From an optimization exercise on the open Yosys and OpenROAD flow, aimed at small area and a short achievable clock period; shortcuts taken in it are not production practice. No activity file was given, so power comes from the tool's default toggle rates.

== blue ==
Design mult_top, start of the top module:
module mult_top (
    input  logic               clk,
    input  logic               reset,
    input  logic               in_valid,
    input  mult_pkg::operand_t a,
    input  mult_pkg::operand_t b,
    output logic               out_valid,
    output mult_pkg::product_u product
);
Size in the first run: ~1,100 cells after synthesis, about 160 flip-flops, ~11,000 µm² of cells after synthesis.
export LEC_CHECK = 0
export CAP_MARGIN = 20
export CORE_MARGIN = 2
export CORE_UTILIZATION = 40
export PLACE_DENSITY = 0.6
export SETUP_SLACK_MARGIN = 5
export SLEW_MARGIN = 20
export SYNTH_HIERARCHICAL = 1
create_clock -name core_clock -period 8.0 [get_ports {clk}]
standard.sh (not shown) runs the stock make flow with config.mk's settings and CLKGATE_MAP_FILE= SYNTH_SCRIPT=/design/flow/synth_recipe.tcl, a recipe that flattens the netlist after the stock synthesis.
==> flow/flow/run.sh <==
#!/bin/bash
# Own layout flow: the standard layout (standard.sh, with its unchanged
# synthesis) plus a few extra ORFS make settings from flow/extra.txt, one
# VAR=value per line. Each step's full output goes to a log in this folder.
set -euo pipefail
EXTRA=()
while IFS= read -r l; do
  [[ -n "$l" && "$l" != \#* ]] && EXTRA+=("$l")
done < flow/extra.txt
# standard.sh passes its knobs on make's command line; ours go after them
sed 's#"${@:-finish}"#"${EXTRA[@]}" "${@:-finish}"#' standard.sh > own_standard.sh
( set -- synth; source ./own_standard.sh ) > synth.log 2>&1
( set -- finish; source ./own_standard.sh ) > layout.log 2>&1
test -f out/final.def
==> flow/flow/extra.txt <==
# port buffers: a plain buffer instead of the delay buffer buffer_ports picks
BUFFER_PORTS_ARGS=-buffer_cell sky130_fd_sc_hd__buf_2
Relative to blue, the following input files were edited for orange:
--- a/flow/design.v
+++ b/flow/design.v
@@ -15,18 +15,19 @@
     input  logic               reset,
     input  logic               in_valid,
     input  mult_pkg::operand_t a,
     input  mult_pkg::operand_t b,
     output logic               out_valid,
     output mult_pkg::product_u product
 );
     logic [15:0] a_r, b_r;
     logic [2:1] v;
+    logic [2:1] z;
     logic [31:0] sum_w;
     logic pp_0_0;
     logic pp_0_1;
     logic pp_0_2;
     logic pp_0_3;
     logic pp_0_4;
     logic pp_0_5;
     logic pp_0_6;
     logic pp_0_7;
@@ -781,27 +782,32 @@
     logic m1_27_2;
     logic m1_28_0;
     logic m1_28_1;
     logic m1_28_2;
     logic m1_29_0;
     logic m1_29_1;
     logic m1_29_2;
     logic m1_30_0;
     always_ff @(posedge clk) begin
-        a_r <= a;
-        b_r <= b;
+        if (in_valid) begin
+            a_r <= a;
+            b_r <= b;
+        end
     end
     always_ff @(posedge clk) begin
         if (reset) begin
             v         <= '0;
+            z         <= '1;
             out_valid <= 1'b0;
         end else begin
             v         <= {v[1:1], in_valid};
+            z[1]      <= z[1] & ~in_valid;
+            z[2:2] <= z[1:1];
             out_valid <= v[2];
         end
     end
     assign pp_0_0 = ~(a_r[0] & b_r[0]);
     assign pp_0_1 = ~(a_r[0] & b_r[1]);
     assign pp_0_2 = ~(a_r[0] & b_r[2]);
     assign pp_0_3 = ~(a_r[0] & b_r[3]);
     assign pp_0_4 = ~(a_r[0] & b_r[4]);
     assign pp_0_5 = ~(a_r[0] & b_r[5]);
@@ -1351,20 +1357,20 @@
         m1_28_0 <= c312;
         m1_28_1 <= s363;
         m1_28_2 <= c362;
         m1_29_0 <= pp_14_15;
         m1_29_1 <= pp_15_14;
         m1_29_2 <= c364;
         m1_30_0 <= pp_15_15;
     end
     always_ff @(posedge clk) begin
-        if (reset)         product <= '0;
-        else if (v[2]) product <= sum_w;
+        if (reset || z[2]) product <= '0;
+        else                  product <= sum_w;
     end
 endmodule
 module mult_fa (
     input  logic x,
     input  logic y,
     input  logic z,
     output logic s,
     output logic c
 );
## What came out
On fraction of synthesized area in multiplexers, blue and orange are basically level.
Total power draw is lower on blue
Changes observed in orange relative to blue: area taken by flip-flops and latches has increased; area of combinational cells with multiple inputs has decreased; maximum clock frequency has decreased; fraction of the cycle the final worst path needs has increased.
Per the comparison of orange with blue, final wirelength grew by about 4%, remaining global-route overflow held steady, reported max-cap violation count held steady.
Comparing blue and orange, the higher non-clock buffer total of the final layout is on orange.
No run of this note included a check of the RTL's function; only the layout flow was run.

==> afterwards: timing with drivers on the ports <==
Ports are ideal in the flow. The routed layouts listed here were re-timed in OpenROAD. Step 1 assumes that a clkbuf_16 drives the clock port and a buf_2 every other input. Step 2 also shifts input and output timing later by t, the mid clock arrival at the registers, as if the neighbouring blocks saw the same clock. a / b / c = ideal ports / drivers / drivers and shift; a / b = the first two.
run | t, ns | setup WS [ns] | clock arrival spread, ns
blue | 0.481 | 5.027 / 5.027 / 5.027 | 0.013 / 0.014
orange | 0.465 | 4.944 / 4.944 / 4.944 | 0.016 / 0.017
After both steps setup and hold are still met in every run listed.
